Source: an optimization exercise on an open RTL-to-GDS flow (aim: small area). Production flows keep margins and buffers that such runs may drop.
At most, simulation tests tie the RTL to the original design; equivalence was not proved.
For runs 1 and 2, only the layout was checked, not whether the RTL still works.
Power is estimated from default activity; no workload was simulated.

===== flow/run.sh =====
#!/bin/bash
# The standard layout with two changes to how it is made:
#  - synthesis maps logic with an area-oriented ABC script (flow/abc_area.script);
#    everything else in synthesis, registers included, is the standard one
#  - plain buf_1 cells as the port buffers (every port still gets its own buffer)
set -euo pipefail
here=$(pwd)
rm -rf "$here/scripts_abc"
cp -r "$FLOW_HOME/scripts" "$here/scripts_abc"
cp "$here/flow/abc_area.script" "$here/scripts_abc/abc_speed.script"
export BUFFER_PORTS_ARGS="-buffer_cell sky130_fd_sc_hd__buf_1"
bash standard.sh SCRIPTS_DIR="$here/scripts_abc" synth > synth.log 2>&1
bash standard.sh finish > layout.log 2>&1

===== flow/abc_area.script =====
&get -n
&st
&syn2
&dc2
&dch
&nf -R 1000
&put
topo
dnsize -c

===== standard.sh =====
#!/bin/bash
# synth_recipe.tcl (not shown) runs the flow's synth.tcl, then flattens the netlist and writes it again
# the make line also repeats each setting of config.mk as NAME=value (left out here)
make -C /OpenROAD-flow-scripts/flow DESIGN_CONFIG=/design/flow/config.mk WORK_HOME=/design/flow/orfs CLKGATE_MAP_FILE= SYNTH_SCRIPT=/design/flow/synth_recipe.tcl "${@:-finish}"

===== config.mk =====
export PLATFORM = sky130hd
export DESIGN_NAME = ifu_top
export DESIGN_NICKNAME = ifu_top
export VERILOG_FILES = /design/flow/design.v
export SDC_FILE = /design/flow/constraint.sdc
export NUM_CORES = 4
export LEC_CHECK = 0
export CAP_MARGIN = 20
export CORE_MARGIN = 2
export CORE_UTILIZATION = 40
export CTS_BUF_LIST = sky130_fd_sc_hd__clkbuf_8 sky130_fd_sc_hd__clkbuf_16
export CTS_CLUSTER_DIAMETER = 80
export CTS_CLUSTER_SIZE = 20
export SLEW_MARGIN = 20

===== constraint.sdc =====
create_clock -name core_clock -period 6.0 [get_ports {clk}]
set_input_delay 1.2000 -clock core_clock [delete_from_list [all_inputs] [get_ports {clk}]]
set_output_delay 1.2000 -clock core_clock [all_outputs]
set_load 0.01 [all_outputs]

===== design.v =====
package fetch_pkg;
	localparam int ROB_TAG_W = 3;  
	localparam int BHT_IDX_W = 4;  
	typedef logic [31:0]          xlen_t;
	typedef logic [4:0]           reg_idx_t;
	typedef logic [ROB_TAG_W-1:0] rob_tag_t;
	typedef logic [BHT_IDX_W-1:0] bht_idx_t;
	localparam logic [6:0] OPC_LUI    = 7'h37;
	localparam logic [6:0] OPC_AUIPC  = 7'h17;
	localparam logic [6:0] OPC_JAL    = 7'h6f;
	localparam logic [6:0] OPC_JALR   = 7'h67;
	localparam logic [6:0] OPC_BRANCH = 7'h63;
	localparam logic [6:0] OPC_LOAD   = 7'h03;
	localparam logic [6:0] OPC_STORE  = 7'h23;
	localparam logic [6:0] OPC_OP     = 7'h33;  
	localparam logic [6:0] OPC_OP_IMM = 7'h13;  
	typedef enum logic [2:0] {
		ic_alu,
		ic_load,
		ic_store,
		ic_branch,
		ic_jal,
		ic_jalr,
		ic_lui_auipc
	} inst_class_e;
	typedef struct packed {
		xlen_t       pc;
		xlen_t       inst;
		inst_class_e cls;
		reg_idx_t    rd;      
		xlen_t       imm;     
		xlen_t       target;  
		logic        taken;   
	} q_entry_t;
	typedef struct packed {
		q_entry_t entry;
		rob_tag_t tag;
	} issue_entry_t;
endpackage
module fetch_ctrl (
	input  logic clk,
	input  logic rst,
	input  logic flush,
	input  logic mem_ack,
	input  logic queue_full,
	output logic mem_req,
	output logic fetch_done
);
	typedef enum logic [1:0] {
		st_idle,          
		st_wait_ack,      
		st_wait_release,  
		st_discard        
	} state_e;
	state_e state, state_nxt;
	logic can_start;
	assign can_start = !mem_ack && (!queue_full || flush);
	always_comb begin
		state_nxt = state;
		case (state)
			st_idle: begin
				if (can_start)
					state_nxt = st_wait_ack;  
			end
			st_wait_ack: begin
				if (mem_ack)
					state_nxt = st_wait_release;  
				else if (flush)
					state_nxt = st_discard;  
			end
			st_discard: begin
				if (mem_ack)
					state_nxt = st_wait_release;
			end
			st_wait_release: begin
				if (!mem_ack)
					state_nxt = st_idle;
			end
			default: state_nxt = st_idle;
		endcase
	end
	always_ff @(posedge clk) begin
		if (rst)
			state <= st_idle;
		else
			state <= state_nxt;
	end
	assign mem_req = (state == st_wait_ack) || (state == st_discard);
	assign fetch_done = (state == st_wait_ack) && mem_ack && !flush;
endmodule
module pc_gen #(
	parameter logic [31:0] RESET_PC = '0
) (
	input  logic     clk,
	input  logic     rst,
	input  logic     flush,
	input  fetch_pkg::xlen_t    flush_pc,
	input  logic     fetch_done,
	input  fetch_pkg::xlen_t    inst,       
	input  logic     bht_taken,  
	output fetch_pkg::xlen_t    pc
);
	logic is_jal, is_br;
	fetch_pkg::xlen_t step, pc_next;
	assign is_jal = inst[6:0] == fetch_pkg::OPC_JAL;
	assign is_br  = inst[6:0] == fetch_pkg::OPC_BRANCH;
	always_comb begin
		if (is_jal)
			step = {{11{inst[31]}}, inst[31], inst[19:12], inst[20], inst[30:21], 1'b0};
		else if (is_br && bht_taken)
			step = {{19{inst[31]}}, inst[31], inst[7], inst[30:25], inst[11:8], 1'b0};
		else
			step = 32'd4;
	end
	assign pc_next = pc + step;
	always_ff @(posedge clk) begin
		if (rst)
			pc <= RESET_PC;
		else if (flush)
			pc <= flush_pc;  
		else if (fetch_done)
			pc <= pc_next;
	end
endmodule
module inst_decode (
	input  fetch_pkg::xlen_t    inst,
	output logic [2:0]          cls,
	output fetch_pkg::reg_idx_t rd,
	output fetch_pkg::xlen_t    imm
);
	logic [6:0] opcode;
	assign opcode = inst[6:0];
	always_comb begin
		rd  = inst[11:7];
		cls = fetch_pkg::ic_alu;
		imm = {{20{inst[31]}}, inst[31:20]};  
		case (opcode)
			fetch_pkg::OPC_LOAD: cls = fetch_pkg::ic_load;
			fetch_pkg::OPC_STORE: begin
				cls = fetch_pkg::ic_store;
				rd  = '0;
				imm = {{20{inst[31]}}, inst[31:25], inst[11:7]};
			end
			fetch_pkg::OPC_BRANCH: begin
				cls = fetch_pkg::ic_branch;
				rd  = '0;
				imm = {{19{inst[31]}}, inst[31], inst[7],
					inst[30:25], inst[11:8], 1'b0};
			end
			fetch_pkg::OPC_JAL: begin
				cls = fetch_pkg::ic_jal;
				imm = {{11{inst[31]}}, inst[31], inst[19:12],
					inst[20], inst[30:21], 1'b0};
			end
			fetch_pkg::OPC_JALR: cls = fetch_pkg::ic_jalr;
			fetch_pkg::OPC_LUI, fetch_pkg::OPC_AUIPC: begin
				cls = fetch_pkg::ic_lui_auipc;
				imm = {inst[31:12], 12'b0};  
			end
			default: cls = fetch_pkg::ic_alu;  
		endcase
	end
endmodule
module inst_queue #(
	parameter int QUEUE_DEPTH = 8
) (
	input  logic        clk,
	input  logic        rst,
	input  logic        flush,
	input  logic        push,
	input  logic [31:0] push_inst,
	input  logic        push_bht,
	input  logic        pop,
	output logic [31:0] head_inst,
	output logic        head_bht,
	output logic        head_jal,  
	output logic        head_br,   
	output logic        empty,
	output logic        full
);
	localparam int RING  = QUEUE_DEPTH - 1;
	localparam int CNT_W = $clog2(QUEUE_DEPTH + 1);
	logic [32:0] ring [0:RING-1];  
	logic [32:0] head_q, ring_out, head_d;
	logic [CNT_W-1:0] count;  
	logic do_push, one, head_load, head_from_ring, ring_push;
	assign empty   = count == '0;
	assign one     = count == CNT_W'(1);
	assign full    = count == CNT_W'(QUEUE_DEPTH);
	assign do_push = push && !full;
	assign {head_bht, head_inst} = head_q;
	assign ring_out = ring[count - CNT_W'(2)];  
	assign head_d   = head_from_ring ? ring_out : {push_bht, push_inst};
	assign head_from_ring = pop && !one;
	assign head_load      = head_from_ring || (do_push && (empty || (pop && one)));
	assign ring_push      = do_push && !empty && !(pop && one);
	always_ff @(posedge clk) begin
		if (rst || flush)
			count <= '0;
		else if (do_push && !pop)
			count <= count + 1'b1;
		else if (pop && !do_push)
			count <= count - 1'b1;
	end
	always_ff @(posedge clk) begin
		if (head_load) begin
			head_q   <= head_d;
			head_jal <= head_d[6:0] == fetch_pkg::OPC_JAL;
			head_br  <= head_d[6:0] == fetch_pkg::OPC_BRANCH;
		end
		if (ring_push) begin
			ring[0] <= {push_bht, push_inst};
			for (int i = 1; i < RING; i++)
				ring[i] <= ring[i-1];
		end
	end
endmodule
module issue_router (
	input  logic         clk,
	input  logic         rst,
	input  logic         flush,
	input  fetch_pkg::xlen_t        fetch_pc,
	input  logic         empty,
	input  logic [31:0]  head_inst,
	input  logic         head_bht,
	input  logic         head_jal,
	input  logic         head_br,
	input  logic         rob_full,
	input  logic         slb_full,
	input  logic         rs_full,
	output logic         pop,
	output logic         issue_valid,
	output logic         issue_to_slb,
	output fetch_pkg::issue_entry_t issue_entry
);
	fetch_pkg::rob_tag_t tag_cnt;  
	fetch_pkg::xlen_t    head_pc;  
	logic [2:0]          cls;
	fetch_pkg::reg_idx_t rd;
	fetch_pkg::xlen_t    imm, target, pc_plus4, pc_next;
	logic                is_jal, is_br, taken, target_full;
	inst_decode u_dec (.inst(head_inst), .cls, .rd, .imm);
	assign is_jal = head_jal;
	assign is_br  = head_br;
	assign taken  = is_jal || (is_br && head_bht);
	logic        jb, c_lo, c_inc, imm_sign;
	logic [20:0] offset;
	logic [20:0] sum_lo;
	logic [18:0] inc_lo;
	logic [10:0] pc_hi, hi_up, hi_dn, target_hi;
	assign jb       = is_jal || is_br;
	assign imm_sign = jb && head_inst[31];
	always_comb begin
		if (is_jal)
			offset = {head_inst[31], head_inst[19:12], head_inst[20], head_inst[30:21], 1'b0};
		else if (is_br)
			offset = {{8{head_inst[31]}}, head_inst[31], head_inst[7], head_inst[30:25],
				head_inst[11:8], 1'b0};
		else
			offset = 21'd4;
	end
	assign {c_lo, sum_lo}   = {1'b0, head_pc[20:0]} + {1'b0, offset};
	assign {c_inc, inc_lo}  = {1'b0, head_pc[20:2]} + 20'd1;
	assign pc_hi = head_pc[31:21];
	assign hi_up = pc_hi + 11'd1;
	assign hi_dn = pc_hi - 11'd1;
	always_comb begin
		case ({imm_sign, c_lo})
			2'b01:   target_hi = hi_up;
			2'b10:   target_hi = hi_dn;
			default: target_hi = pc_hi;
		endcase
	end
	assign target   = {target_hi, sum_lo};
	assign pc_plus4 = {c_inc ? hi_up : pc_hi, inc_lo, head_pc[1:0]};
	assign pc_next  = taken ? target : pc_plus4;
	assign issue_to_slb = (cls == fetch_pkg::ic_load) || (cls == fetch_pkg::ic_store);
	assign target_full  = issue_to_slb ? slb_full : rs_full;
	assign issue_valid = !empty && !rob_full && !target_full;
	assign pop         = issue_valid;
	assign issue_entry = {head_pc, head_inst, cls, rd, imm, target, taken, tag_cnt};
	always_ff @(posedge clk) begin
		if (rst || flush)
			tag_cnt <= '0;  
		else if (issue_valid)
			tag_cnt <= tag_cnt + 1'b1;  
	end
	always_ff @(posedge clk) begin
		if (empty)
			head_pc <= fetch_pc;
		else if (issue_valid)
			head_pc <= pc_next;
	end
endmodule
module ifu_top #(
	parameter int    QUEUE_DEPTH = 8,
	parameter logic [31:0] RESET_PC    = '0
) (
	input  logic         clk,
	input  logic         rst,
	input  logic         flush,
	input  fetch_pkg::xlen_t        flush_pc,
	output logic         mem_req,
	output fetch_pkg::xlen_t        mem_addr,
	input  logic         mem_ack,
	input  fetch_pkg::xlen_t        mem_data,
	output fetch_pkg::bht_idx_t     bht_idx,
	input  logic         bht_taken,
	input  logic         rob_full,
	input  logic         slb_full,
	input  logic         rs_full,
	output logic         issue_valid,
	output logic         issue_to_slb,
	output fetch_pkg::issue_entry_t issue_entry
);
	logic     fetch_done, queue_full, queue_empty, queue_pop;
	fetch_pkg::xlen_t    pc;
	logic [31:0] head_inst;
	logic        head_bht, head_jal, head_br;
	assign mem_addr = pc;  
	assign bht_idx  = mem_data[fetch_pkg::BHT_IDX_W+1:2];
	fetch_ctrl u_ctrl (.clk, .rst, .flush, .mem_ack, .queue_full,
		.mem_req, .fetch_done);
	pc_gen #(.RESET_PC(RESET_PC)) u_pc (.clk, .rst, .flush, .flush_pc,
		.fetch_done, .inst(mem_data), .bht_taken, .pc);
	inst_queue #(.QUEUE_DEPTH(QUEUE_DEPTH)) u_q (.clk, .rst, .flush,
		.push(fetch_done), .push_inst(mem_data), .push_bht(bht_taken),
		.pop(queue_pop), .head_inst, .head_bht, .head_jal, .head_br,
		.empty(queue_empty), .full(queue_full));
	issue_router u_iss (.clk, .rst, .flush, .fetch_pc(pc),
		.empty(queue_empty), .head_inst, .head_bht, .head_jal, .head_br, .rob_full, .slb_full,
		.rs_full, .pop(queue_pop), .issue_valid, .issue_to_slb, .issue_entry);
endmodule

==> notes.md, run 1 <==
* Worst min path class: register to register
* Top Ports at 251
* CP Data Arrival Time at 5270 ps
* Crit Path Max Fanout at 3
* Max_cap viols at 0
* Syn_area_per_cell at about 12 sq um
* Post-DRT Antenna Nets at 0
* Slowest-stage cell, CP: edfxtp_1
* Clk root buf: clkbuf_16
* P&R area growth vs syn at 22.5%
* Row cnt at 74
* CTS buffer count at 22
* Total Nets Final at 1956
* Post-synth top flop: edfxtp_1
* Outcome: complete, but fails checks
* Pin count of the biggest net entering global routing at 87
* Wire per inst at roughly 24 um
* Clk_skew at 19.7 ps
* Maximum clock rate at 154 MHz
* Clock share of power at 28.8%
* Final core occ at 49.4%
* Vias per cell at 5.90
* Setup violators final at 11
* Clock Sinks at 339
* Fin. max-slew vios at 0
* Starting Density at 40.3%
* Cell area after synthesis at 16400 sq um
* Net Switching at 0.00158 W
* Clock H-tree levels at 1
* Fill count at 3730
* Final hold slack at 449 ps
* CTS tree: done
* Input/output buffers at 250
* Syn Nets at 1559
* Leading cell type in the layout, fill and taps excluded: edfxtp_1
* RSZ-0062 raised after global routing: true
* Reg2reg setup slack at ~750 ps
* First-pass GRT wire length at 80300 um
* Internal power at 0.00374 W
* DRC Markers at 0
* Post-synthesis sequential area ratio at 59.6%
* Antenna violations before repair at 1
* Unique masters post-synth at 53
* Gate power share at 19.1%
* Top cell type by total area after synthesis: edfxtp_1
* Non-filler cells, final at 2365
* Vias in the first global route at 12900
* Layout check faults: negative setup slack
* Pwr dens at between 200 and 300 nW/um^2
* CP Class: register to primary output
* Max clock buf depth at 3
* Placer Congestion at roughly 0.96
* Crit. End Element: primary output
* Final worst slack at -474 ps
* Switching part of the total at 29.7%
* HPWL Detailed at between 30000 and 40000 um
* Share of the synthesized area in the top cell type at 54.6%
* Gr usage total at between 20% and 30%
* Die height at 206 um
* EDFF count, synth at 298
* Worst-Skew Late Latency at 560 ps
* Synthesized flop and latch total at 339
* Headroom to the max-slew limit at 26.3%
* Period minus WS final at between 6000 and 7000 ps
* Critical Path RT at 4800 ps
* Die width at 206 um
* CORE AREA at 40600 sq um
* Gr ovfl total at 0
* Period utilisation layout at 108%
* Die area at 42600 sq um
* DRT iter0 DRCs at 1570
* Most frequent cells in the layout: 298 x edfxtp_1, 238 x buf_1, 161 x nand2_1
* Area contributors post-synth: edfxtp_1 55%, dfxtp_1 5.0%, ha_1 5.0%
* Clk slew on worst S/H paths at 90 ps
* Post-Synthesis Cells at around 1400
* Total Wirelength at approximately 56000 um
* Drt first pass iters at 5
* Synth warnings at 6
* DP Cell Count at roughly 2300
* Async SR Flop Fraction at 0%
* Vias at 13900
* Worst-Margin Slew at between 1000 and 1500 ps
* Total Neg Setup Slack at -2940 ps
* Leak pwr at slightly above 7 nW
* Final Hold Violating Endpoints at 0
* CP Launch Type: register
* Worst vdd ir at 0.000146 V
* Worst path max stage delay at 430 ps
* Fraction of layout cells with a size suffix above 1 at 12.5%
* Sequential Power Share at 52.0%
-- power groups by stage --
stage | Combinational, W | Sequential (W) | Clock (W)
floorplan | 0.000453 | 0.00280 | 0
global route | 0.00110 | 0.00278 | 0.00163
detailed placement | 0.000868 | 0.00280 | 0
global placement | 0.000860 | 0.00280 | 0
finish | 0.00102 | 0.00276 | 0.00153
CTS | 0.000950 | 0.00275 | 0.00156
-- final timing paths --
kind | from | endpoint | depth (start not counted)
worst max-delay path | u_q.head_jal | issue_entry[34] | 26
worst min-delay path | u_q.ring[5][0] | u_q.ring[6][0] | 0
worst max register to register | u_q.head_jal | u_iss.head_pc[30] | 28
worst min register to register | u_q.ring[5][0] | u_q.ring[6][0] | 0
-- layout make-up --
type	instances	area, sq um	area share (%)
Clock inverter	16	101	0.505
Timing Repair Buffer	381	2020	10.1
Antenna cell	1	2.50	0.0125
Tap cell	532	666	3.32
Sequential cell	339	9770	48.7
Inverter	36	138	0.686
Clock buffer	23	564	2.81
Multi-Input combinational cell	1037	6810	33.9
-- per-stage QoR --
step | setup WS [ps] | area (sq um) | power [W]
after global placement | -144 | 18700 | 0.00366
after floorplan | 7.48 | 16400 | 0.00326
after global routing | -706 | 20100 | 0.00550
after detailed placement | -185 | 18700 | 0.00367
final | -474 | 20100 | 0.00531
after CTS | -450 | 19800 | 0.00526
-- critical path: cells and delay by family (launching register included) --
kind / cells / cell delay [ps]
AO/OA/AOI/OAI: 10 / 1540
XOR/XNOR: 1 / 170
adder cells (fa/ha/maj): 3 / 770
buffers and inverters: 2 / 180
flip-flops: 1 / 430
AND/OR/NAND/NOR: 10 / 1610
-- cells by family (layout without fill, tap and decap cells) --
| family | after synthesis | after routing | share of synthesized area [%] |
|---|---|---|---|
| fa+ha+maj | 67 | 67 | 5.21 |
| flops | 339 | 339 | 59.6 |
| buf+inv | 44 | 456 | 1.17 |
| mux | 5 | 5 | 0.321 |
| compound gates | 422 | 422 | 16.9 |
| other cells | 0 | 1 | 0 |
| xor+xnor | 65 | 65 | 3.48 |
| simple gates | 478 | 478 | 13.2 |
-- synthesized netlist by cell type (all sizes together), types with 3 or more instances --
cell type  instances
xor2              29
o21a              12
nand4             10
or3                7
a32o               4
xnor2             36
nand3b             4
a31oi              9
edfxtp           298
a221o             13
a211oi            19
nor3              28
ha                65
nand3             55
nand2            163
o22ai             12
buf                8
or2                9
dfxtp             41
mux2i              3
nand2b             6
o21ai            111
o31ai              4
nor2             131
nor4               4
and2               5
and3              15
a222oi            35
a221oi            25
a22oi             24
a22o               9
a21oi            115
nor2b             35
o211ai             4
a2111oi            6
clkinv            36
a21o               9
-- state kept, by name (all words and copies together), names as in the netlist --
signal and cells:
u_pc.pc 32, u_q.head_br 1, u_q.ring 231, u_q.count 4, u_iss.tag_cnt 3, u_q.head_jal 1
u_q.head_q 33, u_ctrl.state 2, u_iss.head_pc 32
-- per-layer routing --
| layer | wire, um | GRT usage (%) | vias to the layer above |
|---|---|---|---|
| met1 | 23700 | 35.3 | 6824 |
| met4 | 1920 | 8.29 | 2 |
| met3 | 4980 | 4.27 | 95 |
| li1 | - | - | 6322 |
| met2 | 25500 | 40.1 | 706 |
| met5 | 17 | 0 | - |
-- repair_timing --
item	in CTS	in global routing
hold buffers	0	0
buffers inserted	36	11
setup endpoints to repair	9	12
resized for setup	46	42
pin swaps	20	26
==> inputs of run 2 (changes only) <==
--- a/config.mk
+++ b/config.mk
@@ -8,7 +8,4 @@
 export CAP_MARGIN = 20
 export CORE_MARGIN = 2
 export CORE_UTILIZATION = 40
-export CTS_BUF_LIST = sky130_fd_sc_hd__clkbuf_8 sky130_fd_sc_hd__clkbuf_16
-export CTS_CLUSTER_DIAMETER = 80
-export CTS_CLUSTER_SIZE = 20
 export SLEW_MARGIN = 20
==> run 2 against run 1 <==
Still fails the layout checks on negative setup slack. Global-route usage increased by 0.42 points. Largest power group unchanged. Die area unchanged. Largest cell class unchanged. First-iteration DRC count increased by 7.3%. Sequential share of layout area decreased by 1.2 points.
==> notes.md, run 2 <==
* Outcome: complete, but fails checks
* Layout check faults: negative setup slack
* Synthesized flop and latch total at 339
* Critical Path RT at 4800 ps
* Pwr dens at 290 nW/um^2
* Fraction of layout cells with a size suffix above 1 at 13.4%
* Final Hold Violating Endpoints at 0
* Share of the synthesized area in the top cell type at 54.6%
* Gr ovfl total at 0
* Vias per cell at roughly 5.9
* DRT iter0 DRCs at 1685
* Post-DRT Antenna Nets at 0
* Gate power share at 17.2%
* Clk slew on worst S/H paths at 60 ps
* Placer Congestion at 0.964
* CP Launch Type: register
* Leading cell type in the layout, fill and taps excluded: edfxtp_1
* Post-Synthesis Cells at 1420
* Pin count of the biggest net entering global routing at 87
* Clock Sinks at about 340
* Slowest-stage cell, CP: edfxtp_1
* Reg area at 9770 sq um
* First-pass GRT wire length at 81200 um
* Wire per inst at 23.7 um
* DP Cell Count at 2281
* Commonest cells in the netlist: 298 x edfxtp_1, 163 x nand2_1, 131 x nor2_1
* R2R depth at 28
* Critical Path Source: u_q.head_jal
* Switching part of the total at 28.3%
* Setup WS pre-CTS at -185 ps
* EDFF count, synth at 298
* Vias in the first global route at about 13000
* Top cell type by total area after synthesis: edfxtp_1
* WL met1 at between 20000 and 25000 um
* Period minus WS final at 6610 ps
* Setup violators final at 12
* Unique masters post-synth at 53
* Top Ports at 251
* Final worst slack at -608 ps
* Most frequent cells in the layout: 298 x edfxtp_1, 238 x buf_1, 161 x nand2_1
* Synth warnings at 6
* Max_cap viols at 0
* Async SR Flop Fraction at 0%
* Worst-Skew Late Latency at 540 ps
* Crit. End Element: primary output
* Period utilisation layout at 110%
* RSZ-0062 raised after global routing: true
* Met3 WL at roughly 4900 um
* Syn Nets at 1559
* Top Metal Used: met5
* Vias at 14100
* N_diodes at 0
* Reg-to-reg endpoint: u_iss.head_pc[30]
* Gr usage total at 25.7%
* Leak pwr at 7.31 nW
* Total power at about 0.0060 W
* Clk root buf: clkbuf_16
* Internal power at 0.00428 W
* Reg2reg setup slack at around 670 ps
* Maximum clock rate at 151 MHz
* Final core occ at 50.6%
* Syn_area_per_cell at 11.5 sq um
* Cell count of the worst hold path at 0
* Non-filler cells, final at between 2000 and 2500
* Clock H-tree levels at 2
* P&R area growth vs syn at 25.5%
* Post-DP Area at ~19000 sq um
* Crit Path Max Fanout at 4
* Cell area after synthesis at ~16000 sq um
* Multi-input logic area at about 7000 sq um
* CORE AREA at approximately 40000 sq um
* CTS tree: done
* Critical path endpoint: issue_entry[9]
* Starting Density at 40.3%
* Headroom to the max-slew limit at 26.9%
* Antenna violations before repair at 1
* Post-synthesis sequential area ratio at just under 60%
* Metal2 WL at 26300 um
* HPWL Detailed at ~40000 um
* CP Data Arrival Time at 5410 ps
* Sequential Power Share at 46.4%
* Post-synth top flop: edfxtp_1
* Fill count at 3678
* Die width at 206 um
* Clk_skew at 14.3 ps
* Total Nets Final at approximately 2000
* Worst min path class: register to register
* Worst reg2reg path startpoint: u_q.head_jal
* Cts hold-fix bufs at 0
* Worst vdd ir at 0.000227 V
* Max clock buf depth at 3
* Die height at 206 um
* Fin. max-slew vios at 0
* DRC Markers at 0
* Count leader, synth: edfxtp_1
* Worst-Margin Slew at about 1100 ps
* Total Wirelength at 56800 um
* Drt first pass iters at 6
* CP most frequent cell: buf_4
* Clock share of power at 36.3%
* Worst path max stage delay at 420 ps
* Area contributors post-synth: edfxtp_1 55%, dfxtp_1 5.0%, ha_1 5.0%
* Top reg by flops: u_q.ring
* Input/output buffers at 250
* Net Switching at ~0.0017 W
* Die area at 42600 sq um
* Final instance area at 20600 sq um
* CTS buffer count at 38
* Row cnt at 74
* CP Class: register to primary output
* Largest registers: u_q.ring x231, u_q.head_q x33
* Number of flip-flops in the largest register at 231
## run 2: area by class of cell
cell class / count / share of cell area (%)
Tap cell: 532 / 3.24
Inverter: 36 / 0.669
Clock buffer: 57 / 5.17
Clock inverter: 9 / 0.310
Multi-Input combinational cell: 1037 / 33.1
Sequential cell: 339 / 47.5
Timing Repair Buffer: 385 / 9.99
## run 2: routing by layer
| metal | vias up | track usage [%] |
|---|---|---|
| met5 | - | 0 |
| met1 | 6907 | 35.7 |
| met4 | 2 | 8.67 |
| li1 | 6373 | - |
| met2 | 712 | 40.7 |
| met3 | 92 | 4.67 |
## run 2: what timing repair did
| item | in CTS | in global routing |
|---|---|---|
| setup buffers | 37 | 14 |
| endpoints found under the setup margin | 9 | 12 |
| pin swaps | 21 | 28 |
| gates resized for setup | 47 | 41 |
## run 2: cell families after synthesis
logic type / after synthesis / synth area share (%)
and+or+nand+nor: 478 / 13.2
AOI/OAI and AO/OA: 422 / 16.9
DFF: 339 / 59.6
adders and majority gates: 67 / 5.21
xor gates and xnor gates: 65 / 3.48
buffers and inverters: 44 / 1.17
muxes: 5 / 0.321
## run 2: critical path, delay by kind of cell, from the launching register on
kind	cells	cell delay (ps)
xor gates and xnor gates	1	200
adders and majority gates	2	380
AOI/OAI and AO/OA	2	420
DFF	1	420
buffers and inverters	26	3240
and+or+nand+nor	2	210
## run 2: how the worst min path moves through the flow
stage                                 end  slack, ps            start
after floorplan           u_q.ring[1][11]        420  u_q.ring[0][11]
after CTS                 u_q.ring[1][28]        440  u_q.ring[0][28]
after global placement     u_q.ring[1][7]        420   u_q.ring[0][7]
after detailed placement  u_q.ring[1][23]        430  u_q.ring[0][23]
final                      u_q.ring[1][7]        440   u_q.ring[0][7]
after global routing      u_q.ring[4][29]        450  u_q.ring[3][29]
## run 2: power groups by stage
| stage | Clock [W] | Combinational (W) | Sequential, W |
|---|---|---|---|
| 2_1_floorplan | 0 | 0.000453 | 0.00280 |
| 3_5_place_dp | 0 | 0.000868 | 0.00280 |
| 4_1_cts | 0.00220 | 0.000954 | 0.00276 |
| 5_1_grt | 0.00230 | 0.00110 | 0.00278 |
| 3_3_place_gp | 0 | 0.000860 | 0.00280 |
| 6_report | 0.00217 | 0.00103 | 0.00277 |
## run 2: per-stage QoR
step	setup TNS, ps	hold WS (ps)
2_1_floorplan	0	421
3_3_place_gp	-172	423
3_5_place_dp	-331	428
4_1_cts	-1520	443
5_1_grt	-6460	449
6_report	-4230	442
==> inputs of run 3 (changes only) <==
--- a/design.v
+++ b/design.v
@@ -243,36 +243,19 @@
 	assign is_jal = head_jal;
 	assign is_br  = head_br;
 	assign taken  = is_jal || (is_br && head_bht);
-	logic        jb, c_lo, c_inc, imm_sign;
-	logic [20:0] offset;
-	logic [20:0] sum_lo;
-	logic [18:0] inc_lo;
-	logic [10:0] pc_hi, hi_up, hi_dn, target_hi;
-	assign jb       = is_jal || is_br;
-	assign imm_sign = jb && head_inst[31];
+	assign pc_plus4 = head_pc + 32'd4;
+	fetch_pkg::xlen_t offset;
 	always_comb begin
 		if (is_jal)
-			offset = {head_inst[31], head_inst[19:12], head_inst[20], head_inst[30:21], 1'b0};
+			offset = {{11{head_inst[31]}}, head_inst[31], head_inst[19:12], head_inst[20],
+				head_inst[30:21], 1'b0};
 		else if (is_br)
-			offset = {{8{head_inst[31]}}, head_inst[31], head_inst[7], head_inst[30:25],
+			offset = {{19{head_inst[31]}}, head_inst[31], head_inst[7], head_inst[30:25],
 				head_inst[11:8], 1'b0};
 		else
-			offset = 21'd4;
+			offset = 32'd4;
 	end
-	assign {c_lo, sum_lo}   = {1'b0, head_pc[20:0]} + {1'b0, offset};
-	assign {c_inc, inc_lo}  = {1'b0, head_pc[20:2]} + 20'd1;
-	assign pc_hi = head_pc[31:21];
-	assign hi_up = pc_hi + 11'd1;
-	assign hi_dn = pc_hi - 11'd1;
-	always_comb begin
-		case ({imm_sign, c_lo})
-			2'b01:   target_hi = hi_up;
-			2'b10:   target_hi = hi_dn;
-			default: target_hi = pc_hi;
-		endcase
-	end
-	assign target   = {target_hi, sum_lo};
-	assign pc_plus4 = {c_inc ? hi_up : pc_hi, inc_lo, head_pc[1:0]};
+	assign target   = head_pc + offset;
 	assign pc_next  = taken ? target : pc_plus4;
 	assign issue_to_slb = (cls == fetch_pkg::ic_load) || (cls == fetch_pkg::ic_store);
 	assign target_full  = issue_to_slb ? slb_full : rs_full;
==> run 3 against run 2 <==
The run now finishes clean. Die area barely moved. Maximum frequency rose by 16%. Combinational power fell by about 20%. Routed wire length fell by 6.7%. Synthesized cell count fell by 1.4%. Sequential power barely moved. Largest power group unchanged. Via count fell by 5.7%. Non-clock buffer count fell by 89. Sequential share of layout area rose by 1.5 points. Setup slack improved by 910 ps. Clock power rose by 13%. Register-to-register slack improved by 830 ps.
==> notes.md, run 3 <==
* Outcome: no timing/DRC/antenna violations
* Fin. max-slew vios at 0
* Pwr dens at around 300 nW/um^2
* Top reg by flops: u_q.ring
* Clock H-tree levels at 2
* Post-Synthesis Cells at 1400
* Crit Path Max Fanout at 5
* Commonest cells in the netlist: 298 x edfxtp_1, 164 x nand2_1, 129 x a21oi_1
* Max_cap viols at 0
* Input/output buffers at 250
* Clk_skew at about 25 ps
* Cell area after synthesis at 16400 sq um
* Total Wirelength at 53000 um
* Multi-input logic area at approximately 6700 sq um
* Pin count of the biggest net entering global routing at 54
* Async SR Flop Fraction at 0%
* Worst min path class: register to register
* Post-DRT Antenna Nets at 0
* HPWL Detailed at 38000 um
* Gr ovfl total at 0
* CTS buffer count at 39
* Min-Delay Startpoint: u_q.ring[5][31]
* Headroom to the max-slew limit at 29.6%
* First-pass GRT wire length at about 79000 um
* Largest registers: u_q.ring x231, u_q.head_q x33
* Fill count at 3742
* Drt first pass iters at 5
* Syn_area_per_cell at 11.7 sq um
* Share of the synthesized area in the top cell type at 54.6%
* Die width at 206 um
* CORE AREA at 40600 sq um
* Total Neg Setup Slack at 0 ps
* DRC Markers at 0
* CP Class: register to primary output
* Worst reg2reg path startpoint: u_q.head_q[6]
* Clk root buf: clkbuf_16
* Number of flip-flops in the largest register at 231
* Critical Path RT at 4800 ps
* Total power at 0.00604 W
* Row cnt at 74
* Total Nets Final at 1874
* Period utilisation layout at 94.9%
* Final instance area at 19900 sq um
* Max clock buf depth at 3
* Gr usage total at between 20% and 30%
* Top cell type by total area after synthesis: edfxtp_1
* Worst-Skew Late Latency at ~570 ps
* Die area at between 40000 and 50000 sq um
* Leak pwr at 7.06 nW
* Antenna violations before repair at 0
* Starting Density at between 40% and 50%
* Count leader, synth: edfxtp_1
* Synthesized flop and latch total at between 300 and 400
* EDFF count, synth at 298
* Period minus WS final at ~5700 ps
* Final Hold Violating Endpoints at 0
* Vias in the first global route at roughly 13000
* CP Launch Type: register
* Die height at 206 um
* Post-synth top flop: edfxtp_1
* Vias per cell at 5.79
* Clk slew on worst S/H paths at 60 ps
* Top Ports at 251
* Synth warnings at 6
* Reg area at roughly 9800 sq um
* Vias at approximately 13000
* P&R area growth vs syn at 21.5%
* Area contributors post-synth: edfxtp_1 55%, ha_1 5.4%, dfxtp_1 5.0%
* CTS tree: done
* Setup violators final at 0
* Maximum clock rate at 176 MHz
* Leading cell type in the layout, fill and taps excluded: edfxtp_1
* Critical Path Source: u_q.head_br
* Post-DP Area at approximately 18000 sq um
* Syn Nets at 1545
* Placer Congestion at 0.917
* Unique masters post-synth at 54
* DRT iter0 DRCs at 1328
* Worst-Margin Slew at 1060 ps
* Worst vdd ir at approximately 0.00015 V
* Crit. End Element: primary output
* Fraction of layout cells with a size suffix above 1 at 7.73%
* Wire per inst at about 23 um
* CP Data Arrival Time at 4490 ps
* Post-synthesis sequential area ratio at 59.6%
* Most frequent cells in the layout: 298 x edfxtp_1, 250 x buf_1, 161 x nand2_1
* Clock Sinks at 339
==> run 3: path summary, 6_finish.rpt <==
kind	cells after the start	end	slack, ps
max	21	issue_entry[33]	310
min	0	u_q.ring[6][31]	430
max reg2reg	13	u_q.head_br	1500
min reg2reg	0	u_q.ring[6][31]	430
==> run 3: where the power goes <==
group	internal (W)	total, W	leakage [nW]	switching (W)
registers	0.00263	0.00275	3.10	0.000120
clock network	0.00144	0.00246	0.650	0.00102
logic	0.000280	0.000827	3.30	0.000547
==> run 3: layout make-up <==
type	count	area share, %
Inverter	32	0.603
Multi-Input combinational cell	1021	33.4
Antenna cell	1	0.0126
Sequential cell	339	49.1
Tap cell	532	3.34
Clock inverter	28	1.73
Clock buffer	44	5.00
Timing Repair Buffer	296	6.84
==> run 3: per-layer routing <==
| metal | GRT usage (%) | part of all wire [%] | up-vias |
|---|---|---|---|
| met5 | 0 | 0 | - |
| met4 | 8.16 | 3.5 | 0 |
| met3 | 4.24 | 6.9 | 90 |
| met2 | 39.2 | 46 | 536 |
| met1 | 34.4 | 44 | 6475 |
| li1 | - | - | 6182 |
==> run 3: logic make-up after synthesis <==
family | synth area share, %
AOI/OAI and AO/OA | 18.0
xor gates and xnor gates | 3.85
adders and majority gates | 5.66
buffers and inverters | 1.08
DFF | 59.6
muxes | 0.183
and+or+nand+nor | 11.6
==> run 3: per-stage QoR <==
| step | util, % | hold WS [ps] | std cells | setup slack [ps] |
|---|---|---|---|---|
| after floorplan | - | 421 | 1400 | -2580 |
| after global placement | 45.5 | 422 | 2218 | 458 |
| after detailed placement | 45.5 | 427 | 2218 | 281 |
| after CTS | 48.8 | 424 | 2290 | 33.3 |
| after global routing | 49.0 | 446 | 2292 | -4.93 |
| final | 49.0 | 431 | 2293 | 307 |
==> run 3: critical path: stages (launching register included) <==
cell	delay, ps
edfxtp_1	450
nor2b_4	180
a22o_1	220
ha_1	210
fa_1	410
a21o_1	200
a21oi_1	220
o21ai_1	140
nand3_1	100
nand2_1	100
nand3_1	100
nand2_1	80
nand3_1	130
nand2_1	110
clkinv_1	60
o221ai_1	160
a21oi_1	300
nor3_2	100
nand4_1	100
nand3b_1	130
xor2_2	240
buf_1	180
==> run 3: timing repair <==
action,in CTS,in global routing
pin swaps,0,2
setup endpoints to repair,4,10
buffers inserted,0,1
resized for setup,2,12
hold buffers,0,0
==> inputs of run 4 (changes only) <==
--- a/flow/run.sh
+++ b/flow/run.sh
@@ -9,5 +9,6 @@
 cp -r "$FLOW_HOME/scripts" "$here/scripts_abc"
 cp "$here/flow/abc_area.script" "$here/scripts_abc/abc_speed.script"
 export BUFFER_PORTS_ARGS="-buffer_cell sky130_fd_sc_hd__buf_1"
+export SETUP_MOVE_SEQUENCE="unbuffer,sizeup,swap"
 bash standard.sh SCRIPTS_DIR="$here/scripts_abc" synth > synth.log 2>&1
 bash standard.sh finish > layout.log 2>&1
--- a/config.mk
+++ b/config.mk
@@ -8,4 +8,7 @@
 export CAP_MARGIN = 20
 export CORE_MARGIN = 2
 export CORE_UTILIZATION = 40
+export CTS_BUF_LIST = sky130_fd_sc_hd__clkbuf_8 sky130_fd_sc_hd__clkbuf_16
+export CTS_CLUSTER_DIAMETER = 80
+export CTS_CLUSTER_SIZE = 20
 export SLEW_MARGIN = 20
==> run 4 against run 3 <==
Sequential power about the same. Synthesized area unchanged. Critical path depth down 2. Flip-flop and latch count unchanged. Clock power down 37%. Routed wire length down 0.98%. Setup slack better by 28 ps. Via count down 0.84%. Final cell count down 1.8%. Maximum frequency up 0.49%. Largest cell class unchanged.
==> notes.md, run 4 <==
* Outcome: no timing/DRC/antenna violations
* Leak pwr at slightly below 7 nW
* Die area at 42600 sq um
* Gr usage total at 24.3%
* Min-Delay Startpoint: u_q.ring[0][20]
* Input/output buffers at 250
* Gr ovfl total at 0
* Max_cap viols at 0
* Max clock buf depth at 3
* Post-DRT Antenna Nets at 0
* Fill count at 3800
* Total Wirelength at ~53000 um
* Crit Path Max Fanout at 5
* Final Hold Violating Endpoints at 0
* DRT iter0 DRCs at 1386
* Gate power share at 16.1%
* Fin. max-slew vios at 0
* Worst path max stage delay at 450 ps
* GR peak layer: met2
* Worst min path class: register to register
* Total power at between 0.005 and 0.006 W
* Drt first pass iters at 5
* Met1 usage at 34.6%
* Unique masters post-synth at 54
* Period minus WS final at 5670 ps
* Reg2reg setup slack at 1500 ps
* Vias per cell at between 5 and 6
* Met3 GRT Util at approximately 3.2%
* Slowest-stage cell, CP: edfxtp_1
* Vias at 13200
* Hold Path Sink: u_q.ring[1][20]
* Die height at ~210 um
* Sequential Power Share at 53.8%
* Clock Sinks at 339
* Count leader, synth: edfxtp_1
* Top cell type by total area after synthesis: edfxtp_1
* Post-DP Area at 18500 sq um
* Top Ports at about 250
* Worst vdd ir at around 0.00015 V
* Clk slew on worst S/H paths at 80 ps
* Worst reg2reg path startpoint: u_q.head_q[6]
* Cell area after synthesis at 16400 sq um
* Synth warnings at 6
* Async SR Flop Fraction at 0%
* Row cnt at between 70 and 80
* Final instance area at 19200 sq um
* Clock H-tree levels at 1
* Pin count of the biggest net entering global routing at 54
* EDFF count, synth at 298
* Crit path max-delay family: compound AO/OA/AOI/OAI gates
* Top reg by flops: u_q.ring
* Total Nets Final at 1856
* Antenna violations before repair at 0
* Switching part of the total at between 20 and 30%
* CP bufs+invs at 1
* Syn Nets at 1545
* Setup violators final at 0
* Die width at 206 um
* Cell count of the worst hold path at 0
* Post-Synthesis Cells at 1400
* CP Class: register to primary output
* Clk root buf: clkbuf_16
* N_diodes at 0
* RSZ-0062 raised after global routing: false
* Maximum clock rate at 177 MHz
* HPWL Detailed at ~38000 um
* Worst-Margin Slew at between 1000 and 1500 ps
* Area contributors post-synth: edfxtp_1 55%, ha_1 5.4%, dfxtp_1 5.0%
* Synthesized flop and latch total at 339
* Clock share of power at 30.1%
* Worst-Skew Late Latency at about 560 ps
* Clk_skew at 16.9 ps
* CTS buffer count at 22
* Internal power at 0.00363 W
* Wire per inst at 23.3 um
* Placer Congestion at 0.917
* Post-synthesis sequential area ratio at 59.6%
* Starting Density at 40.3%
* Headroom to the max-slew limit at 29.7%
* Reg-to-reg endpoint: u_q.count[2]
* DRC Markers at 0
* Post-CTS Setup Inserts at 0
* Crit. End Element: primary output
* Commonest cells in the netlist: 298 x edfxtp_1, 164 x nand2_1, 129 x a21oi_1
* Critical Path RT at 4800 ps
* Most frequent cells in the layout: 298 x edfxtp_1, 250 x buf_1, 161 x nand2_1
* Fraction of layout cells with a size suffix above 1 at 6.05%
* Pwr dens at 266 nW/um^2
* Largest registers: u_q.ring x231, u_q.head_q x33
* CORE AREA at 40600 sq um
* R2R depth at 13
* CP Data Arrival Time at roughly 4500 ps
* Net Switching at 0.00148 W
* Vias in the first global route at 12400
* Period utilisation layout at 94.4%
* Number of flip-flops in the largest register at 231
* Share of the synthesized area in the top cell type at between 50% and 60%
* CP Launch Type: register
* First-pass GRT wire length at between 70000 and 80000 um
* GR met2 Demand/Resource at 38.7%
* Post-synth top flop: edfxtp_1
* Syn_area_per_cell at 11.7 sq um
* P&R area growth vs syn at 17.3%
* CTS tree: done
* Leading cell type in the layout, fill and taps excluded: edfxtp_1
* CP cell instances: nor2b_4 -> a22o_1 -> ha_1 -> fa_1 -> a21o_1 -> a21oi_1 -> o21ai_1 -> nand3_1 -> nand2_1 -> nand3_1 -> nand2_1 -> nand3_1 -> a31oi_2 -> a21oi_1 -> or3_1 -> o211ai_1 -> a21oi_1 -> xnor2_2 -> buf_1
-- run 4: final cells by class --
class | instances | area [sq um] | area share [%]
multi-input cells | 1021 | 6660 | 34.6
clock buffers | 22 | 551 | 2.86
repair buffers | 295 | 1360 | 7.05
well taps | 532 | 666 | 3.46
flip-flops and latches | 339 | 9770 | 50.8
inverters | 32 | 120 | 0.625
clock inverters | 11 | 109 | 0.566
-- run 4: timing repair --
action / 4_1_cts / 5_1_grt
setup endpoints to repair: 2 / 10
hold buffers: 0 / 0
pin swaps: 0 / 1
resized for setup: 1 / 14
-- run 4: through the flow --
step           cells  TNS (ps)  worst slack [ps]  util, %  hold slack [ps]
6_report        2252         0               335     47.3              445
3_5_place_dp    2218         0               281     45.5              427
2_1_floorplan   1400   -595260             -2580        -              421
5_1_grt         2252         0              15.5     47.3              457
3_3_place_gp    2218         0               458     45.5              422
4_1_cts         2251         0              59.5     47.1              447
-- run 4: kinds of logic after synthesis --
| family | Yosys count | synth area share (%) |
|---|---|---|
| and+or+nand+nor | 418 | 11.6 |
| muxes | 3 | 0.183 |
| DFF | 339 | 59.6 |
| buffers and inverters | 40 | 1.08 |
| AOI/OAI and AO/OA | 455 | 18.0 |
| xor gates and xnor gates | 72 | 3.85 |
| adders and majority gates | 73 | 5.66 |
-- run 4: worst max path at each step --
stage | startpoint | slack, ps | to | depth (start not counted)
after floorplan | mem_ack | -2580 | u_q.ring[0][0] | 4
after global placement | mem_data[4] | 460 | u_pc.pc[25] | 22
after detailed placement | mem_data[6] | 280 | u_pc.pc[25] | 22
after CTS | u_q.head_br | 60 | issue_entry[32] | 17
after global routing | u_q.head_jal | 20 | issue_entry[33] | 21
final | u_q.head_br | 330 | issue_entry[31] | 19
-- run 4: power by group through the flow --
stage	sequential, W	clock (W)	combinational (W)
after floorplan	0.00279	0	0.000446
after global placement	0.00280	0	0.000801
after detailed placement	0.00280	0	0.000804
after CTS	0.00275	0.00157	0.000810
after global routing	0.00276	0.00165	0.000898
final	0.00275	0.00154	0.000822
-- run 4: layer usage --
metal	vias to the layer above	share of wire [%]	routed length [um]
met5	-	0	0
met4	0	3.5	1830
met3	87	6.6	3490
met2	531	46	24100
met1	6430	44	23100
li1	6124	-	-
==> inputs of run 5 (changes only) <==
--- a/flow/run.sh
+++ b/flow/run.sh
@@ -9,6 +9,5 @@
 cp -r "$FLOW_HOME/scripts" "$here/scripts_abc"
 cp "$here/flow/abc_area.script" "$here/scripts_abc/abc_speed.script"
 export BUFFER_PORTS_ARGS="-buffer_cell sky130_fd_sc_hd__buf_1"
-export SETUP_MOVE_SEQUENCE="unbuffer,sizeup,swap"
 bash standard.sh SCRIPTS_DIR="$here/scripts_abc" synth > synth.log 2>&1
 bash standard.sh finish > layout.log 2>&1
--- a/config.mk
+++ b/config.mk
@@ -11,4 +11,5 @@
 export CTS_BUF_LIST = sky130_fd_sc_hd__clkbuf_8 sky130_fd_sc_hd__clkbuf_16
 export CTS_CLUSTER_DIAMETER = 80
 export CTS_CLUSTER_SIZE = 20
+export GPL_TIMING_DRIVEN = 0
 export SLEW_MARGIN = 20
==> run 5 against run 4 <==
Power is 2.6% higher. Final cell count up 0.93%. Register-to-register slack got worse by 480 ps. Still clean. Final area up 2.1%. Count of clock-buffer cells in the layout up 3. Clock power grew 8%. Sequential power about the same.
==> notes.md, run 5 <==
* Antenna violations before repair at 0
* Worst reg2reg path startpoint: u_q.head_q[3]
* Crit Path Max Fanout at 5
* Post-synth top flop: edfxtp_1
* Clock H-tree levels at 1
* Top reg by flops: u_q.ring
* Fraction of layout cells with a size suffix above 1 at 7.70%
* Wire per inst at 23.2 um
* Cell area after synthesis at 16400 sq um
* CORE AREA at 40600 sq um
* R2R depth at 11
* Setup violators final at 0
* Vias at ~13000
* CP Data Arrival Time at 4500 ps
* Worst min path class: register to register
* Period minus WS final at 5700 ps
* Critical Path RT at 4800 ps
* Headroom to the max-slew limit at 25.5%
* Worst-Margin Slew at approximately 1100 ps
* EDFF count, synth at approximately 300
* Period utilisation layout at between 90% and 100%
* HPWL Detailed at 38000 um
* Total power at 0.00524 W
* Placer Congestion at around 0.87
* Met3 WL at roughly 3600 um
* Reg-to-reg endpoint: u_q.head_br
* Total Neg Setup Slack at 0 ps
* Row cnt at 74
* Fin. max-slew vios at 0
* CTS buffer count at 23
* Min-Delay Startpoint: u_q.ring[5][14]
* Largest registers: u_q.ring x231, u_q.head_q x33
* Reg area at approximately 9800 sq um
* Top Metal Used: met4
* Vias in the first global route at 12600
* Outcome: no timing/DRC/antenna violations
* Top Ports at 251
* RSZ-0062 raised after global routing: false
* Leak pwr at 6.95 nW
* Die area at 42600 sq um
* Area contributors post-synth: edfxtp_1 55%, ha_1 5.4%, dfxtp_1 5.0%
* Hold Path Sink: u_q.ring[6][14]
* First-pass GRT wire length at 77700 um
* Top cell type by total area after synthesis: edfxtp_1
* Clock Sinks at between 300 and 400
* Number of flip-flops in the largest register at 231
* Cts hold-fix bufs at 0
* Share of the synthesized area in the top cell type at 54.6%
* Final Hold Violating Endpoints at 0
* Cell count of the worst hold path at 0
* Unique masters post-synth at 54
* Clk_skew at 28.8 ps
* Synthesized flop and latch total at between 300 and 400
* Max_cap viols at 0
* Fill count at 3713
* Syn Nets at 1545
* CTS tree: done
* Total Wirelength at 52700 um
* Starting Density at 40.3%
* WL met1 at 22900 um
* CP Launch Type: register
* Gr ovfl total at 0
* Max clock buf depth at 3
* CP Class: register to primary output
* Most frequent cells in the layout: 298 x edfxtp_1, 249 x buf_1, 161 x nand2_1
* Total Nets Final at about 1900
* Die width at 206 um
* Pin count of the biggest net entering global routing at 52
* Post-Synthesis Cells at 1400
* Post-DRT Antenna Nets at 0
* Count leader, synth: edfxtp_1
* Clk root buf: clkbuf_16
* Async SR Flop Fraction at 0%
* P&R area growth vs syn at 19.8%
* Worst vdd ir at 0.000188 V
* DRT iter0 DRCs at around 1600
* Input/output buffers at 250
* Die height at 206 um
* Gr usage total at between 20% and 30%
* Maximum clock rate at 175 MHz
* Reg2reg setup slack at 1020 ps
* Metal2 WL at 24500 um
* Syn_area_per_cell at 11.7 sq um
* Drt first pass iters at 5
* Leading cell type in the layout, fill and taps excluded: edfxtp_1
* Post-synthesis sequential area ratio at 59.6%
* Multi-input logic area at 6740 sq um
* Vias per cell at 5.85
* Commonest cells in the netlist: 298 x edfxtp_1, 164 x nand2_1, 129 x a21oi_1
* DRC Markers at 0
* Worst-Skew Late Latency at 570 ps
* Synth warnings at 6
* Pwr dens at 267 nW/um^2
* Clk slew on worst S/H paths at ~80 ps
* Crit. End Element: primary output
-- run 5: area by class of cell --
| type | instances | area share (%) |
|---|---|---|
| inverter | 32 | 0.618 |
| sequential | 339 | 49.8 |
| clock inverter | 17 | 0.739 |
| clock buffer | 25 | 3.07 |
| tap | 532 | 3.39 |
| buffer | 8 | 0.287 |
| multi-input combinational | 1021 | 34.3 |
| antenna | 1 | 0.0127 |
| timing repair buffer | 298 | 7.81 |
-- run 5: critical path, stage by stage, from the launching register on --
cell and delay, ps:
edfxtp_1 430, buf_4 180, nor2b_4 210, a21oi_2 130, ha_1 280, a21o_1 150, a21oi_1 270, nor2_1 100
a211oi_2 310, o21ai_2 140, a31oi_2 230, o211ai_1 140, nand2_1 140, nor3_1 80, nor2_1 180, or3_1 140
o211ai_1 190, buf_4 200, xor2_1 240, buf_1 190
-- run 5: how the worst max path moves through the flow --
stage,depth (start not counted),endpoint,start,slack (ps)
final,19,issue_entry[26],u_q.head_jal,300
after global routing,21,issue_entry[35],u_q.head_jal,10
after CTS,17,issue_entry[32],u_q.head_jal,10
after detailed placement,20,u_pc.pc[31],mem_data[4],-160
after global placement,4,u_q.ring[5][4],flush,-6030
after floorplan,4,u_q.ring[0][0],mem_ack,-2580
-- run 5: repair_timing --
action | CTS | global route
pin swaps | 0 | 2
hold endpoints to repair | 0 | 0
setup buffers | 3 | 5
endpoints found under the setup margin | 13 | 13
resized for setup | 7 | 16
-- run 5: power breakdown --
part,internal (W),leakage (nW),switching [W],total [W]
logic,0.000292,3.45,0.000546,0.000838
clock network,0.000791,0.393,0.000865,0.00166
registers,0.00263,3.10,0.000121,0.00275
-- run 5: logic make-up (layout without fill, tap and decap cells) --
family                   Yosys count  after routing  share of synthesized area (%)
AO/OA/AOI/OAI                    455            455                           18.0
AND/OR/NAND/NOR                  418            418                           11.6
flip-flops                       339            339                           59.6
adder cells (fa/ha/maj)           73             73                           5.66
XOR/XNOR                          72             72                           3.85
buffers and inverters             40            380                           1.08
multiplexers                       3              3                          0.183
other                              0              1                              0
-- run 5: per-layer routing --
layer / GRT usage, % / up-vias
met5: 0 / -
met4: 7.60 / 0
met3: 2.49 / 82
met2: 39.4 / 560
met1: 34.0 / 6501
li1: - / 6160
-- run 5: through the flow --
step	utilization, %	setup slack [ps]	instance area [sq um]	cells	hold WS, ps
finish	48.3	296	19600	2273	437
global route	48.3	12.1	19600	2272	440
CTS	48.0	13.5	19500	2264	434
detailed placement	46.0	-162	18700	2219	431
global placement	44.5	-6030	18100	2182	422
floorplan	-	-2580	16500	1400	421
==> inputs of run 6 (changes only) <==
==> flow/abc_area.script (replaced) <==
strash
dc2
dch
map -a
&get -n
&st
&syn2
&dc2
&dch
&nf -R 1000
&put
topo
dnsize -c
--- a/config.mk
+++ b/config.mk
@@ -11,5 +11,4 @@
 export CTS_BUF_LIST = sky130_fd_sc_hd__clkbuf_8 sky130_fd_sc_hd__clkbuf_16
 export CTS_CLUSTER_DIAMETER = 80
 export CTS_CLUSTER_SIZE = 20
-export GPL_TIMING_DRIVEN = 0
 export SLEW_MARGIN = 20
==> run 6 against run 5 <==
The layout now fails its checks (negative setup slack). Critical path depth increased by 14. Synthesized cell count fell by 9.1%. Utilization increased by 3.3 points. Register-to-register slack worse by 740 ps. Clock power decreased by 6%. Maximum frequency down 22%. Combinational power down 0.5%. Setup slack got worse by 1600 ps. Global-route usage is 0.64 points lower. Final area increased by 3.7%. Critical path type unchanged. Critical endpoint is now issue_entry[34].
==> notes.md, run 6 <==
* Period utilisation layout at 122%
* DP Cell Count at between 2000 and 2500
* Largest family of logic cells by synthesized area: compound AO/OA/AOI/OAI gates
* Post-Synthesis Cells at 1273
* Max_cap viols at 0
* Post-synthesis sequential area ratio at 61.4%
* N_diodes at 0
* GR met2 Demand/Resource at a little under two fifths
* Clk root buf: clkbuf_16
* Worst-Margin Slew at approximately 1100 ps
* Final core occ at 51.6%
* Critical Path RT at roughly 4800 ps
* Vias per cell at 5.69
* Count leader, synth: edfxtp_1
* Clock Sinks at between 300 and 400
* Gr usage total at 23.6%
* Adder-cell area share of the yosys netlist at about 6%
* Clock H-tree levels at 1
* Clk slew on worst S/H paths at 90 ps
* Post-DP Area at 18600 sq um
* Row cnt at 73
* Total Neg Setup Slack at -9150 ps
* Synth warnings at 6
* Vias at 13100
* Die width at 203 um
* Area contributors post-synth: edfxtp_1 56%, ha_1 5.6%, dfxtp_1 5.2%
* DRC Markers at 0
* Gr ovfl total at 0
* Wire per inst at 22.0 um
* Final worst slack at -1300 ps
* Antenna violations before repair at 2
* Top Ports at 251
* Top cell type by total area after synthesis: edfxtp_1
* Post-DRT Antenna Nets at 0
* EDFF count, synth at 298
* Unique masters post-synth at 46
* CTS buffer count at 22
* Total power at 0.00510 W
* Headroom to the max-slew limit at 25.6%
* Leak pwr at 7.85 nW
* Commonest cells in the netlist: 298 x edfxtp_1, 135 x a21oi_1, 117 x nand2_1
* Fill count at 3533
* First-pass GRT wire length at 74400 um
* Crit. End Element: primary output
* Total Nets Final at 1902
* Syn_area_per_cell at 12.5 sq um
* Pin count of the biggest net entering global routing at 120
* CP Class: register to primary output
* Die height at ~200 um
* Vias in the first global route at between 10000 and 15000
* Multiplexer share of the synthesized area at 0.197%
* Worst min path class: register to register
* Slowest-stage cell, CP: edfxtp_1
* Layout check faults: negative setup slack
* Worst path max stage delay at roughly 470 ps
* CP Launch Type: register
* Outcome: complete, but fails checks
* Syn Nets at 1418
* Post-synth top flop: edfxtp_1
* Input/output buffers at 250
* Largest registers: u_q.ring x231, u_q.head_q x33
* Fin. max-slew vios at 0
* RSZ-0062 raised after global routing: true
* Crit Path Max Fanout at 5
* Pwr dens at 250 nW/um^2
* P&R area growth vs syn at 28.1%
* Final instance area at between 20000 and 25000 sq um
* Number of flip-flops in the largest register at 231
* HPWL Detailed at ~33000 um
* Starting Density at about two fifths
* Drt first pass iters at 6
* Clk_skew at 27.4 ps
* Non-filler cells, final at 2298
* Final Hold Violating Endpoints at 0
* Worst vdd ir at between 0.00015 and 0.0002 V
* Setup violators final at 13
* Cell area after synthesis at between 15000 and 20000 sq um
* Share of the synthesized area in the top cell type at 56.3%
* Period minus WS final at 7300 ps
* Total Wirelength at 50600 um
* CP most frequent cell: o21bai_1
* Synth Area in Compound Gates at 19.1%
* GR peak layer: met2
* Worst-Skew Late Latency at 550 ps
* Most frequent cells in the layout: 298 x edfxtp_1, 232 x buf_1, 211 x buf_4
* Leading cell type in the layout, fill and taps excluded: edfxtp_1
* Xor/xnor share of the synthesized area at slightly below 3%
* Die area at 41400 sq um
* Met3 GRT Util at 4.01%
* CP Data Arrival Time at 6100 ps
* CTS tree: done
* Top reg by flops: u_q.ring
* Async SR Flop Fraction at 0%
* Fraction of layout cells with a size suffix above 1 at about 20%
* Cts hold-fix bufs at 0
* Met1 usage at 33.6%
* Placer Congestion at 0.884
* Synthesized flop and latch total at 339
* Maximum clock rate at 137 MHz
* Synth Area in Simple Gates at under 10%
* DRT iter0 DRCs at 1422
* Max clock buf depth at 3
* CORE AREA at a little under 40000 sq um
==> run 6: cell types whose count changed after synthesis, moves of 30 or more <==
cell,previous run,this run
a222oi_1,33,81
nand3_1,51,19
o21ai_0,118,55
clkinv_1,32,72
xnor2_1,33,3
o21bai_1,2,47
nand2_1,164,117
==> run 6: kinds of logic after synthesis <==
family,count (synthesis)
adder cells (fa/ha/maj),73
flip-flops,339
XOR/XNOR,53
buffers and inverters,80
multiplexers,3
AND/OR/NAND/NOR,293
AO/OA/AOI/OAI,432
==> run 6: metrics by stage <==
stage               worst slack [ps]  hold WS (ps)
floorplan                     -14500           425
global placement                -693           428
detailed placement              -828           434
CTS                            -1180           442
global route                   -1740           441
finish                         -1300           440
==> run 6: critical path: cells and delay by family, from the launching register on <==
family | cells | cell delay [ps]
compound gates | 28 | 4190
simple gates | 1 | 200
flops | 1 | 470
fa+ha+maj | 1 | 300
buf+inv | 3 | 360
==> run 6: power by group <==
part           total (W)  switching, W  internal [W]
clock network    0.00156      0.000835      0.000722
logic           0.000834      0.000498      0.000335
registers        0.00271     0.0000880       0.00262
total            0.00510       0.00142       0.00368
==> run 6: cell type report <==
type	instances	area, sq um	share of cell area, %
clock buffer	24	589	2.89
clock inverter	16	95.1	0.467
inverter	72	277	1.36
multi-input combinational	854	6310	31.0
sequential	339	9770	48.0
tap	525	657	3.22
timing repair buffer	468	2670	13.1
==> run 6: path summary, 6_finish.rpt <==
path,slack [ps],from,cells after the start,to
worst max-delay path,-1300,u_q.head_jal,33,issue_entry[34]
worst min-delay path,440,u_q.ring[2][8],0,u_q.ring[3][8]
worst max register to register,280,u_q.head_jal,35,u_iss.head_pc[30]
worst min register to register,440,u_q.ring[2][8],0,u_q.ring[3][8]
==> run 6: what timing repair did <==
| action | 4_1_cts | 5_1_grt |
|---|---|---|
| pin swaps | 16 | 37 |
| setup endpoints to repair | 18 | 29 |
| resized for setup | 56 | 49 |
| buffers inserted | 73 | 15 |
==> run 6: routing by layer <==
layer	vias to the layer above	wire, um
li1	5997	-
met1	6480	22300
met2	532	23600
met3	69	3540
met4	4	1100
met5	-	20
==> inputs of run 7 (changes only) <==
==> flow/abc_area.script (replaced) <==
&get -n
&st
&syn2
&dc2
&dch
&nf -R 1000
&put
topo
dnsize -c
==> run 7 against run 6 <==
Now clean on timing, DRC and antenna. Maximum frequency increased by 29%. Combinational power shrank 1%. Hold slack gained 6.3 ps. Utilization decreased by 4.3 points. Count of clock-buffer cells in the layout is 2 lower. Setup slack better by 1600 ps. Via count up 0.76%. Sequential power increased by 1%.
==> notes.md, run 7 <==
* CTS buffer count at 22
* Starting Density at 40.3%
* Area contributors post-synth: edfxtp_1 55%, ha_1 5.4%, dfxtp_1 5.0%
* Setup WS pre-CTS at between 200 and 300 ps
* Fraction of layout cells with a size suffix above 1 at 6.04%
* Wire per inst at roughly 23 um
* N_diodes at 0
* Cell count of the worst hold path at 0
* Setup violators final at 0
* First-pass GRT wire length at 77700 um
* Crit path max-delay family: compound AO/OA/AOI/OAI gates
* Period utilisation layout at 94.3%
* CP Data Arrival Time at 4460 ps
* Worst path max stage delay at 460 ps
* Worst min path class: register to register
* Total Wirelength at 52600 um
* Placer Congestion at 0.917
* Min-Delay Startpoint: u_q.ring[0][20]
* Row cnt at 74
* Unique masters post-synth at 54
* Clock H-tree levels at 1
* Drt first pass iters at 5
* Vias per cell at 5.85
* Non-filler cells, final at approximately 2300
* CP bufs+invs at 1
* Leak pwr at 6.74 nW
* Final Hold Violating Endpoints at 0
* Final worst slack at approximately 340 ps
* Headroom to the max-slew limit at 30.4%
* R2R depth at 13
* Die area at about 43000 sq um
* Clk root buf: clkbuf_16
* Crit. End Element: primary output
* CTS tree: done
* Post-synth top flop: edfxtp_1
* Most frequent cells in the layout: 298 x edfxtp_1, 250 x buf_1, 161 x nand2_1
* Gr ovfl total at 0
* Period minus WS final at about 5700 ps
* CP Launch Type: register
* Die height at 206 um
* Post-synthesis sequential area ratio at 59.6%
* Clk slew on worst S/H paths at about 80 ps
* Cell area after synthesis at 16400 sq um
* Largest registers: u_q.ring x231, u_q.head_q x33
* CORE AREA at 40600 sq um
* CP cell instances: nor2b_4 -> a22o_1 -> ha_1 -> fa_1 -> a21o_1 -> a21oi_1 -> o21ai_1 -> nand3_1 -> nand2_1 -> nand3_1 -> nand2_1 -> nand3_1 -> a31oi_2 -> a21oi_1 -> or3_1 -> o211ai_1 -> a21oi_1 -> xnor2_2 -> buf_1
* Syn Nets at 1545
* Max_cap viols at 0
* Top Metal Used: met4
* Top Ports at 251
* P&R area growth vs syn at 17.3%
* DRC Markers at 0
* CP Class: register to primary output
* Slowest-stage cell, CP: edfxtp_1
* Cts hold-fix bufs at 0
* Fin. max-slew vios at 0
* Worst-Margin Slew at 1040 ps
* Worst-Skew Late Latency at 560 ps
* Synth warnings at 6
* Syn_area_per_cell at between 10 and 15 sq um
* Met3 WL at 3710 um
* Post-DRT Antenna Nets at 0
* Pwr dens at 266 nW/um^2
* Count leader, synth: edfxtp_1
* Gr usage total at 24.3%
* WL met1 at 22800 um
* DP Cell Count at roughly 2200
* Post-Synthesis Cells at 1400
* Top reg by flops: u_q.ring
* Number of flip-flops in the largest register at 231
* RSZ-0062 raised after global routing: false
* Clk_skew at 14.1 ps
* Critical Path RT at 4800 ps
* Max clock buf depth at 3
* Crit Path Max Fanout at 5
* Fill count at 3801
* Maximum clock rate at 177 MHz
* Clock Sinks at 339
* Commonest cells in the netlist: 298 x edfxtp_1, 164 x nand2_1, 129 x a21oi_1
* Metal2 WL at 24300 um
* Die width at 206 um
* Multi-input logic area at 6650 sq um
* Top cell type by total area after synthesis: edfxtp_1
* Share of the synthesized area in the top cell type at 54.6%
* Vias at about 13000
* Pin count of the biggest net entering global routing at 54
* Total Nets Final at 1857
* Vias in the first global route at 12400
* Input/output buffers at 250
* Outcome: no timing/DRC/antenna violations
* Synthesized flop and latch total at 339
* Reg2reg setup slack at 1540 ps
* Reg area at 9770 sq um
* Hold Path Sink: u_q.ring[1][20]
* Worst reg2reg path startpoint: u_q.head_q[2]
* Reg-to-reg endpoint: u_q.head_br
* Worst vdd ir at 0.000148 V
* HPWL Detailed at 38000 um
* EDFF count, synth at 298
* DRT iter0 DRCs at 1379
* Leading cell type in the layout, fill and taps excluded: edfxtp_1
* Async SR Flop Fraction at 0%
* Antenna violations before repair at 0
==> run 7: cell types whose count changed after synthesis, sizes merged, moves of 11 or more <==
cell | previous run | this run
a221oi | 0 | 23
a222oi | 81 | 33
clkinv | 72 | 32
nand2 | 117 | 164
nand3 | 19 | 51
nor2 | 67 | 88
nor3 | 16 | 28
o21ai | 55 | 118
o21bai | 47 | 2
o22ai | 2 | 19
xnor2 | 3 | 33
xor2 | 50 | 39
==> run 7: cells by family after synthesis <==
logic type | after synthesis | share of synthesized area, %
xor gates and xnor gates | 72 | 3.85
buffers and inverters | 40 | 1.08
muxes | 3 | 0.183
and+or+nand+nor | 418 | 11.6
adders and majority gates | 73 | 5.66
AOI/OAI and AO/OA | 455 | 18.0
DFF | 339 | 59.6
==> run 7: repair_timing <==
action / CTS / global route
hold endpoints to repair: 0 / 0
setup endpoints to repair: 2 / 10
resized for setup: 1 / 13
pin swaps: 0 / 1
setup buffers: 0 / 1
==> run 7: stage by stage <==
| step | TNS [ps] | hold slack [ps] | util, % | total power [W] | area (sq um) |
|---|---|---|---|---|---|
| floorplan | -595260 | 421 | - | 0.00324 | 16500 |
| global placement | 0 | 422 | 45.5 | 0.00360 | 18500 |
| detailed placement | 0 | 427 | 45.5 | 0.00360 | 18500 |
| CTS | 0 | 447 | 47.1 | 0.00513 | 19200 |
| global route | 0 | 457 | 47.3 | 0.00531 | 19200 |
| finish | 0 | 447 | 47.3 | 0.00511 | 19200 |
==> run 7: worst max path at each step <==
stage,from,end,slack [ps],depth (start not counted)
2_1_floorplan,mem_ack,u_q.ring[0][0],-2580,4
3_3_place_gp,mem_data[4],u_pc.pc[25],460,22
3_5_place_dp,mem_data[6],u_pc.pc[25],280,22
4_1_cts,u_q.head_br,issue_entry[32],60,17
5_1_grt,u_q.head_jal,issue_entry[34],6,19
6_report,u_q.head_br,issue_entry[31],340,19
==> run 7: cell type report <==
type                    count  share of cell area [%]
multi-input cells        1021                    34.6
clock buffers              22                    2.86
inverters                  32                   0.625
repair buffers            296                    7.09
well taps                 532                    3.46
flip-flops and latches    339                    50.8
clock inverters            11                   0.566
==> run 7: per-layer routing <==
metal | GRT usage [%] | up-vias
li1 | - | 6118
met1 | 34.6 | 6425
met2 | 38.7 | 549
met3 | 3.22 | 90
met4 | 7.70 | 0
met5 | 0 | -
==> run 7: report_power, final <==
part           total (W)  internal, W  switching [W]
sequential       0.00275      0.00263       0.000120
clock            0.00154     0.000722       0.000817
combinational   0.000825     0.000280       0.000545
==> run 7: worst reg2reg max path, delay by kind of cell (launching register included) <==
kind | cells | cell delay (ps)
AND/OR/NAND/NOR | 9 | 2270
AO/OA/AOI/OAI | 3 | 1260
flip-flops | 1 | 500
buffers and inverters | 1 | 240

[static timing again, ports no longer ideal]
The flow's constraints put no driver on any port. The routed layouts listed below were extracted and timed again, unchanged, in two steps. Step 1, drivers: a clkbuf_16 drives clk and a buf_2 each remaining input, both assumed. Step 2 moves the port delays by t, midway between the first and last clock arrival at a register: inputs arrive t later, outputs are due t later. That takes back most of the time a late clock gives input paths. Three values: ideal ports, drivers, drivers and shift; two values: the first two.
run | shift t [ns] | slack for setup (ns) | worst hold slack (ns) | clock arrival spread, ns | cell pins on the clock port's net
run 1 | 0.606 | -0.474 / -0.531 / 0.075 | 0.449 / 0.449 / 0.449 | 0.020 / 0.020 | 1
run 2 | 0.593 | -0.608 / -0.666 / -0.073 | 0.442 / 0.442 / 0.442 | 0.014 / 0.015 | 1
run 3 | 0.613 | 0.307 / 0.255 / 0.204 | 0.431 / 0.431 / 0.431 | 0.026 / 0.026 | 1
run 4 | 0.595 | 0.335 / 0.285 / 0.233 | 0.445 / 0.445 / 0.445 | 0.019 / 0.019 | 1
run 5 | 0.613 | 0.296 / 0.242 / -0.120 | 0.437 / 0.437 / 0.437 | 0.030 / 0.030 | 1
run 6 | 0.591 | -1.304 / -1.354 / -0.763 | 0.440 / 0.440 / 0.440 | 0.030 / 0.030 | 1
run 7 | 0.597 | 0.342 / 0.293 / 0.218 | 0.447 / 0.447 / 0.447 | 0.016 / 0.017 | 1
With both steps, setup timing fails in run 5, where it was met with ideal ports. For run 5, which loses most, drivers alone change the setup slack by -0.054 ns; drivers and shift together by -0.416 ns.
